Context: an optimization exercise on an open-source flow, tuned for small area, a short achievable clock period and few clock cycles per item. The choices shown serve that exercise and are no tape-out recipe.
Function was checked by simulation only, so behaviour that the tests miss may differ from the original.
No activity file was given, so power comes from the tool's default toggle rates.

`design/flow/config.mk`:
```
export PLATFORM = sky130hd
export DESIGN_NAME = iso8601_utc_timestamp_parser_unit
export DESIGN_NICKNAME = iso8601_utc_timestamp_parser_unit
export VERILOG_FILES = /design/flow/design.v
export SDC_FILE = /design/flow/constraint.sdc
export NUM_CORES = 4
export LEC_CHECK = 0
export CAP_MARGIN = 20
export CORE_MARGIN = 2
export CORE_UTILIZATION = 40
export SLEW_MARGIN = 20
```
`design/flow/design.v`:
```
`default_nettype none
package itsp_pkg;
   localparam int unsigned K_W = 23;   
   function automatic logic [K_W-1:0] ka(input logic [3:0] a);
      logic [K_W-1:0] n;
      case (a)
         4'd0: n = 23'd7669079;
         4'd1: n = 23'd8034321;
         4'd2: n = 23'd10956;
         4'd3: n = 23'd376198;
         4'd4: n = 23'd741441;
         4'd5: n = 23'd1106683;
         4'd6: n = 23'd1471926;
         4'd7: n = 23'd1837168;
         4'd8: n = 23'd2202411;
         4'd9: n = 23'd2567653;
         4'd10: n = 23'd2932896;
         4'd11: n = 23'd3298138;
         4'd12: n = 23'd3663381;
         4'd13: n = 23'd4028623;
         4'd14: n = 23'd4393866;
         default: n = 23'd4759108;
      endcase
      ka = n;
   endfunction
   function automatic logic [K_W-1:0] kb(input logic [3:0] b, input logic ao);
      logic [K_W-1:0] n;
      case ({ao, b})
         5'd0: n = 23'd0;
         5'd1: n = 23'd36524;
         5'd2: n = 23'd73048;
         5'd3: n = 23'd109572;
         5'd4: n = 23'd146097;
         5'd5: n = 23'd182621;
         5'd6: n = 23'd219145;
         5'd7: n = 23'd255669;
         5'd8: n = 23'd292194;
         5'd9: n = 23'd328718;
         5'd10: n = 23'd365242;
         5'd11: n = 23'd401766;
         5'd12: n = 23'd438291;
         5'd13: n = 23'd474815;
         5'd14: n = 23'd511339;
         5'd15: n = 23'd547863;
         5'd16: n = 23'd0;
         5'd17: n = 23'd36524;
         5'd18: n = 23'd73049;
         5'd19: n = 23'd109573;
         5'd20: n = 23'd146097;
         5'd21: n = 23'd182621;
         5'd22: n = 23'd219146;
         5'd23: n = 23'd255670;
         5'd24: n = 23'd292194;
         5'd25: n = 23'd328718;
         5'd26: n = 23'd365243;
         5'd27: n = 23'd401767;
         5'd28: n = 23'd438291;
         5'd29: n = 23'd474815;
         5'd30: n = 23'd511340;
         default: n = 23'd547864;
      endcase
      kb = n;
   endfunction
   function automatic logic [K_W-1:0] kc(input logic [3:0] c);
      logic [K_W-1:0] n;
      case (c)
         4'd0: n = 23'd0;
         4'd1: n = 23'd3652;
         4'd2: n = 23'd7305;
         4'd3: n = 23'd10957;
         4'd4: n = 23'd14610;
         4'd5: n = 23'd18262;
         4'd6: n = 23'd21915;
         4'd7: n = 23'd25567;
         4'd8: n = 23'd29220;
         4'd9: n = 23'd32872;
         4'd10: n = 23'd36525;
         4'd11: n = 23'd40177;
         4'd12: n = 23'd43830;
         4'd13: n = 23'd47482;
         4'd14: n = 23'd51135;
         default: n = 23'd54787;
      endcase
      kc = n;
   endfunction
   function automatic logic [K_W-1:0] kd(input logic [3:0] d, input logic co);
      logic [K_W-1:0] n;
      case ({co, d})
         5'd0: n = 23'd0;
         5'd1: n = 23'd366;
         5'd2: n = 23'd731;
         5'd3: n = 23'd1096;
         5'd4: n = 23'd1461;
         5'd5: n = 23'd1827;
         5'd6: n = 23'd2192;
         5'd7: n = 23'd2557;
         5'd8: n = 23'd2922;
         5'd9: n = 23'd3288;
         5'd10: n = 23'd3653;
         5'd11: n = 23'd4018;
         5'd12: n = 23'd4383;
         5'd13: n = 23'd4749;
         5'd14: n = 23'd5114;
         5'd15: n = 23'd5479;
         5'd16: n = 23'd1;
         5'd17: n = 23'd366;
         5'd18: n = 23'd731;
         5'd19: n = 23'd1097;
         5'd20: n = 23'd1462;
         5'd21: n = 23'd1827;
         5'd22: n = 23'd2192;
         5'd23: n = 23'd2558;
         5'd24: n = 23'd2923;
         5'd25: n = 23'd3288;
         5'd26: n = 23'd3653;
         5'd27: n = 23'd4019;
         5'd28: n = 23'd4384;
         5'd29: n = 23'd4749;
         5'd30: n = 23'd5114;
         default: n = 23'd5480;
      endcase
      kd = n;
   endfunction
   function automatic logic [K_W-1:0] kmon(input logic m1, input logic [3:0] m0, input logic lp);
      logic [K_W-1:0] n;
      case ({m1, m0, lp})
         6'd4: n = 23'd31;
         6'd5: n = 23'd31;
         6'd6: n = 23'd59;
         6'd7: n = 23'd60;
         6'd8: n = 23'd90;
         6'd9: n = 23'd91;
         6'd10: n = 23'd120;
         6'd11: n = 23'd121;
         6'd12: n = 23'd151;
         6'd13: n = 23'd152;
         6'd14: n = 23'd181;
         6'd15: n = 23'd182;
         6'd16: n = 23'd212;
         6'd17: n = 23'd213;
         6'd18: n = 23'd243;
         6'd19: n = 23'd244;
         6'd20: n = 23'd273;
         6'd21: n = 23'd274;
         6'd22: n = 23'd304;
         6'd23: n = 23'd305;
         6'd24: n = 23'd334;
         6'd25: n = 23'd335;
         6'd32: n = 23'd273;
         6'd33: n = 23'd274;
         6'd34: n = 23'd304;
         6'd35: n = 23'd305;
         6'd36: n = 23'd334;
         6'd37: n = 23'd335;
         default: n = 23'd0;
      endcase
      kmon = n;
   endfunction
endpackage
`default_nettype wire
`default_nettype none
module iso8601_utc_timestamp_parser_unit (
   input  wire logic        clock,
   input  wire logic        reset,
   input  wire logic        req_tvalid,
   output      logic        req_tready,
   input  wire logic [7:0]  req_tdata,    
   input  wire logic        req_tlast,    
   output      logic        rsp_tvalid,
   input  wire logic        rsp_tready,
   output      logic [39:0] rsp_tdata,    
   output      logic        rsp_tuser     
);
   localparam int unsigned W = 39;
   logic       in_v, in_last;
   logic [3:0] in_lo;
   logic [1:0] in_hi;
   logic [4:0] pos;              
   logic [3:0] prv;              
   logic       aodd;             
   logic [1:0] hm4;              
   logic       codd, cz;         
   logic       lp;               
   logic [1:0] mcls;             
   logic       err;              
   logic       rv, rok;          
   logic [W-1:0] acc;
   logic consume, is_final, take;
   logic isdig, isdash, iscolon, isT, isZ, bad, day_ok, ok;
   logic [3:0] dg;
   assign dg      = in_lo;
   assign isdig   = (in_hi == 2'd1) && (in_lo <= 4'd9);
   assign iscolon = (in_hi == 2'd1) && (in_lo == 4'hA);
   assign isdash  = (in_hi == 2'd2) && (in_lo == 4'hD);
   assign isT     = (in_hi == 2'd3) && (in_lo == 4'h4);
   assign isZ     = (in_hi == 2'd3) && (in_lo == 4'hA);
   assign consume    = in_v && (((pos == 5'd0) && !in_last) || !rv);
   assign is_final   = consume && in_last;
   assign req_tready = !in_v || consume;
   assign take       = req_tvalid && req_tready;
   always_ff @(posedge clock) begin
      if (reset)        in_v <= 1'b0;
      else if (take)    in_v <= 1'b1;
      else if (consume) in_v <= 1'b0;
      if (take) begin
         in_lo   <= req_tdata[3:0];
         in_last <= req_tlast;
         if (req_tdata[7:4] == 4'h3)                             in_hi <= 2'd1;
         else if (req_tdata[7:4] == 4'h2)                        in_hi <= 2'd2;
         else if (!req_tdata[7] && req_tdata[6] && req_tdata[4]) in_hi <= 2'd3;
         else                                                    in_hi <= 2'd0;
      end
   end
   always_comb begin
      case (prv[1:0])
         2'd0:    day_ok = (dg != 4'd0);
         2'd1:    day_ok = 1'b1;
         2'd2:    day_ok = (mcls != 2'd2) || (dg <= 4'd8) || lp;
         default: day_ok = (mcls == 2'd0) ? (dg <= 4'd1) : ((mcls == 2'd1) && (dg == 4'd0));
      endcase
   end
   always_comb begin
      case (pos)
         5'd0, 5'd1, 5'd2, 5'd3, 5'd15: bad = !isdig;
         5'd4, 5'd7:   bad = !isdash;
         5'd5:         bad = !isdig || (dg > 4'd1);
         5'd6:         bad = !isdig || (prv[0] ? (dg > 4'd2) : (dg == 4'd0));
         5'd8:         bad = !isdig || (dg > 4'd3);
         5'd9:         bad = !isdig || !day_ok;
         5'd10:        bad = !isT;
         5'd11:        bad = !isdig || (dg > 4'd2);
         5'd12:        bad = !isdig || (prv[1] && (dg > 4'd3));
         5'd13, 5'd16: bad = !iscolon;
         5'd14:        bad = !isdig || (dg > 4'd5);
         5'd17:        bad = !isdig || (dg > 4'd6);
         5'd18:        bad = !isdig || (prv[2] && prv[1] && (dg != 4'd0));
         5'd19:        bad = !isZ || !in_last;
         default:      bad = 1'b1;
      endcase
   end
   assign ok = !err && !bad && (pos == 5'd19);
   logic [W-1:0] a_op, b_op, acc_nx;
   logic         cin;
   logic [itsp_pkg::K_W-1:0] kv;
   always_comb begin
      a_op = acc;
      b_op = '0;
      cin  = 1'b0;
      kv   = '0;
      if (is_final) begin
         if (!ok) a_op = '0;
      end else if (consume) begin
         case (pos)
            5'd1: begin
               a_op = '0;
               kv   = itsp_pkg::ka(prv);
               b_op = {{(W - itsp_pkg::K_W){kv[itsp_pkg::K_W-1]}}, kv};
            end
            5'd2: b_op = W'(itsp_pkg::kb(prv, aodd));
            5'd3: b_op = W'(itsp_pkg::kc(prv));
            5'd4: begin
               b_op = W'(itsp_pkg::kd(prv, codd));
               cin  = cz && (prv == 4'd0) && (hm4 != 2'd0);
            end
            5'd6: b_op = W'(itsp_pkg::kmon(prv[0], dg, lp));
            5'd8, 5'd11, 5'd14, 5'd17: b_op = W'({dg[2:0], 3'b000}) + W'({dg[2:0], 1'b0});
            5'd9, 5'd12, 5'd15, 5'd18: b_op = W'(dg);
            5'd10: begin
               a_op = acc << 4;
               b_op = acc << 3;
            end
            5'd13, 5'd16: begin
               a_op = acc << 6;
               b_op = ~(acc << 2);
               cin  = 1'b1;
            end
            default: ;
         endcase
      end
   end
   assign acc_nx = a_op + b_op + W'(cin);
   always_ff @(posedge clock) begin
      acc <= acc_nx;
      if (consume) begin
         prv <= dg;
         case (pos)
            5'd1: aodd <= prv[0];
            5'd2: hm4  <= {prv[1] ^ aodd, prv[0]};
            5'd3: begin
               codd <= prv[0];
               cz   <= (prv == 4'd0);
            end
            5'd4: lp <= (cz && (prv == 4'd0)) ? (hm4 == 2'd0) : ({prv[1] ^ codd, prv[0]} == 2'd0);
            5'd6: begin
               if (prv[0])                                       mcls <= (dg == 4'd1) ? 2'd1 : 2'd0;
               else if (dg == 4'd2)                              mcls <= 2'd2;
               else if ((dg == 4'd4) || (dg == 4'd6) || (dg == 4'd9)) mcls <= 2'd1;
               else                                              mcls <= 2'd0;
            end
            default: ;
         endcase
      end
      if (is_final) rok <= ok;
   end
   always_ff @(posedge clock) begin
      if (reset) begin
         pos <= '0;
         err <= 1'b0;
         rv  <= 1'b0;
      end else begin
         if (consume) begin
            pos <= in_last ? 5'd0 : pos + 5'd1;
            err <= in_last ? 1'b0 : (err || bad);
         end
         if (is_final)        rv <= 1'b1;
         else if (rsp_tready) rv <= 1'b0;
      end
   end
   assign rsp_tvalid = rv;
   assign rsp_tdata  = {1'b0, acc};
   assign rsp_tuser  = rok;
endmodule
`default_nettype wire
```
`design/flow/run.sh`:
```
#!/bin/bash
# synth_recipe.tcl (not shown) runs the flow's synth.tcl, then flattens the netlist and writes it again
# the make line also repeats each setting of config.mk as NAME=value (left out here)
make -C /OpenROAD-flow-scripts/flow DESIGN_CONFIG=/design/flow/config.mk WORK_HOME=/design/flow/orfs CLKGATE_MAP_FILE= SYNTH_SCRIPT=/design/flow/synth_recipe.tcl finish
```
`design/flow/constraint.sdc`:
```
create_clock -name core_clock -period 7.0 [get_ports {clock}]
set_input_delay 1.4000 -clock core_clock [delete_from_list [all_inputs] [get_ports {clock}]]
set_output_delay 1.4000 -clock core_clock [all_outputs]
set_load 0.01 [all_outputs]
```
==> run notes <==
-- per-layer routing --
layer / global-route usage (%) / vias to the layer above / wire, µm
met5: 0 / - / 0
met4: 7.54 / 0 / 573
met3: 3.08 / 42 / 1960
met2: 39.2 / 392 / 13300
met1: 34.6 / 4331 / 13600
li1: - / 4367 / -
-- worst reg2reg max path: cells and delay by family (launching register included) --
family / cells / cell delay (ps)
flops: 1 / 880
xor+xnor: 1 / 160
fa+ha+maj: 1 / 220
compound gates: 9 / 2740
simple gates: 7 / 1350
buf+inv: 1 / 430
-- stage by stage --
step | area [µm²] | instances | util, % | power [µW] | setup WS, ps
2_1_floorplan | 9050 | 1173 | - | 957 | 1910
3_3_place_gp | 9760 | 1446 | 43.5 | 1080 | 1250
3_5_place_dp | 9760 | 1446 | 43.5 | 1080 | 1200
4_1_cts | 10000 | 1462 | 44.8 | 1590 | 1200
5_1_grt | 10000 | 1462 | 44.8 | 1650 | 596
6_report | 10000 | 1462 | 44.8 | 1580 | 1120
-- kinds of logic (layout without fill, tap and decap cells) --
logic type / count (synthesis) / in the layout / synth area share [%]
compound gates: 395 / 395 / 30.0
flops: 106 / 106 / 25.6
simple gates: 430 / 430 / 23.4
xor+xnor: 42 / 42 / 4.06
mux: 10 / 10 / 1.27
other cells: 1 / 1 / 0.0414
fa+ha+maj: 74 / 74 / 10.4
buf+inv: 115 / 119 / 5.20
-- worst paths after layout --
kind	startpoint	endpoint	slack, ps
hold reg to reg	rv	rv	510
hold / removal	rv	rv	510
setup / recovery	in_lo[2]	acc[33]	1120
setup reg to reg	in_lo[2]	acc[33]	1120
-- synth_stat cells, types with 7 or more instances --
cell type	count	area, µm²
o21a_1	7	52.6
edfxtp_1	20	601
xnor2_1	22	193
buf_1	11	41.3
a221oi_1	56	490
mux2i_1	7	70.1
nand3_1	22	110
xor2_1	20	175
inv_1	28	105
o21ai_0	62	310
nand2b_1	18	113
nor2_1	170	638
a211oi_1	17	128
o211ai_1	11	82.6
a31oi_1	21	131
nand2_1	88	330
buf_2	10	50.1
dfxtp_1	86	1720
nor3_2	28	280
ha_1	71	888
a22oi_1	9	67.6
clkbuf_1	60	225
and3_1	12	75.1
a222oi_1	13	130
a21o_1	25	188
nor2b_1	18	113
nor3_1	34	170
a21oi_1	104	521
-- power groups by stage --
stage	clock network [µW]	logic (µW)	registers [µW]
5_1_grt	536	364	751
3_3_place_gp	0	324	758
4_1_cts	520	328	743
3_5_place_dp	0	326	757
6_report	510	330	745
2_1_floorplan	0	226	730
-- cell type report --
| type | instances | area (µm²) |
|---|---|---|
| Inverter | 30 | 113 |
| Tap cell | 285 | 357 |
| Fill cell | 2250 | 12400 |
| Clock inverter | 6 | 47.5 |
| Timing Repair Buffer | 73 | 683 |
| Sequential cell | 106 | 2320 |
| Multi-Input combinational cell | 952 | 6290 |
| Clock buffer | 10 | 239 |
==> results by group <==
Logic synthesis
  – Most used DFF post-synth: dfxtp_1
  – Async set-reset flop share out of synthesis: 0%
  – Syn. warnings: 1
  – Distinct cells, synth: 80
  – Post-synthesis sequential element count: 106
  – Synth Instances: 1173
  – Syn_area_per_cell: 7.72 µm²
  – Synth Net Count: 1259
  – Register area share after synthesis: 25.6%
  – Number of synthesized flops with an enable pin: 20
  – Post-synthesis instance area: 9050 µm²

Clock tree
  – Clock tree buffer depth: 2
  – Clk Latency, worst-skew pair: ~370 ps
  – CTS Sinks: 106
  – Post-CTS Hold Buffers: 0
  – Root Buffer: clkbuf_16
  – Total CTS buffers: 9
  – H-tree levels: 3
  – PostCTS Resize Cnt: 0
  – CTS tree: done
  – Setup Buffers After CTS: 0
  – Clock-pin slew on the worst setup and hold paths: 80 ps

Finish
  – Most common cell after layout, fill and taps aside: nor2_1
  – Area Overhead vs Synth: 11.0%
  – Final nets: ~1300
  – Commonest non-fill, non-tap cells in the layout: 170 x nor2_1, 104 x a21oi_1, 88 x nand2_1, 86 x dfxtp_1, 71 x ha_1
  – Diodes inserted: 0
  – Layout cells sized above 1: between 7 and 8%

Flow run
  – Max_cap viols: 0

Timing
  – Hold Slack: 511 ps
  – Final hold violation count: 0
  – Setup violations, final: 0
  – Fin crit period: 5880 ps
  – Worst-Margin Slew: 995 ps
  – Max Freq: 170 MHz
  – Fin. max-slew vios: 0
  – RSZ-0062 raised after global routing: false
  – Post-route clock period utilization: 84.0%
  – Worst slew margin: 32.0%
  – Setup Skew: 16.2 ps
  – Setup TNS: 0 ps

Global routing
  – Overflow after GRT: 0
  – Vias in the first global route: 8582
  – GRT Util Overall: 24.5%
  – Initial antenna violation count: 0
  – Largest net degree at the start of global routing: 71
  – First-pass GRT wire length: ~47000 µm

Detailed routing
  – DR DRC count: 0
  – Final wirelength: 29500 µm
  – DR vias/cell: around 6.2
  – Initial DRT Pass Iterations: 5
  – Post-DRT Antenna Nets: 0
  – WL per Instance: 20.2 µm
  – Via Count: 9132
  – Drt initial violations: 1010

Power and ir drop
  – Maximum VDD drop: 0.0946 mV
  – Leakage power: 0.00397 µW
  – Switching power: 512 µW
  – Combinational power share: a little over a fifth
  – PD cells: 158 nW/µm²
  – Share of total power in the clock network: between 30% and 40%
  – Internal power: 1070 µW
  – Sw Share: between 30% and 40%
  – Sequential share of power: 47.0%

Setup path
  – Worst Setup Path Type: flip-flop to flip-flop
  – Nature of the critical path endpoint: flip-flop
  – Worst-case reg-to-reg path depth: 19
  – Largest stage delay on the critical path: 880 ps
  – Worst EP required: 7250 ps
  – Crit Path Max Fanout: 23
  – Crit path depth: 19
  – Crit path buf inv count: 1
  – Critical Path AT: 6130 ps
  – CP max-delay cell: edfxtp_1
  – Startpoint Class: flip-flop
  – Top Family by Delay on Critical Path: compound AO/OA/AOI/OAI gates
  – Crit path cell chain: inv_1 -> nor2_1 -> nor4b_1 -> nor3_1 -> a2111o_1 -> a2111oi_4 -> nor2_4 -> nor2_2 -> and2_1 -> ha_1 -> nor2b_1 -> o31a_1 -> o31a_1 -> a2111o_1 -> a31oi_1 -> o21ai_1 -> a41oi_1 -> a21oi_1 -> xor2_1

Placed design
  – Post-DP HPWL: approximately 21000 µm
  – PortBufs: between 50 and 60
  – GP Congestion: 0.934

Die
  – Die height: 154 µm
  – Core box area: 22400 µm²
  – Die ar.: 23900 µm²
  – Row count: 55
  – IO Count: 56
  – Initial Utilization: 40.4%
  – Die width: 154 µm

Min path
  – HP Class: flip-flop to flip-flop
  – Worst hold path cell count: 2

Outcome
  – Outcome: complete, no violations
Testbench counts, summed over its fixed seeds: cycles 32,016, items 1,600.

-- what the ideal ports hide --
No port has a modelled driver above. Below, the same layout with a new extraction and two added sets of constraints.
Step 1 assumes that a clkbuf_16 drives the clock port and a buf_2 every other input.
Step 2 also shifts input and output timing later by t, the mid clock arrival at the registers, as if the neighbouring blocks saw the same clock.
Three values: ideal, step 1, step 2; two values: the first two.
t (ns): 0.408
setup slack, ns: 1.122 / 1.122 / 1.122
worst setup path at the end: register to register
latest minus earliest clock arrival (ns): 0.016 / 0.016
slew at the worst register clock pin (ns): 0.08 / 0.08
After both steps setup and hold are still met in this run. For this run, drivers alone change the setup slack by 0.000 ns; drivers and shift together by 0.000 ns.
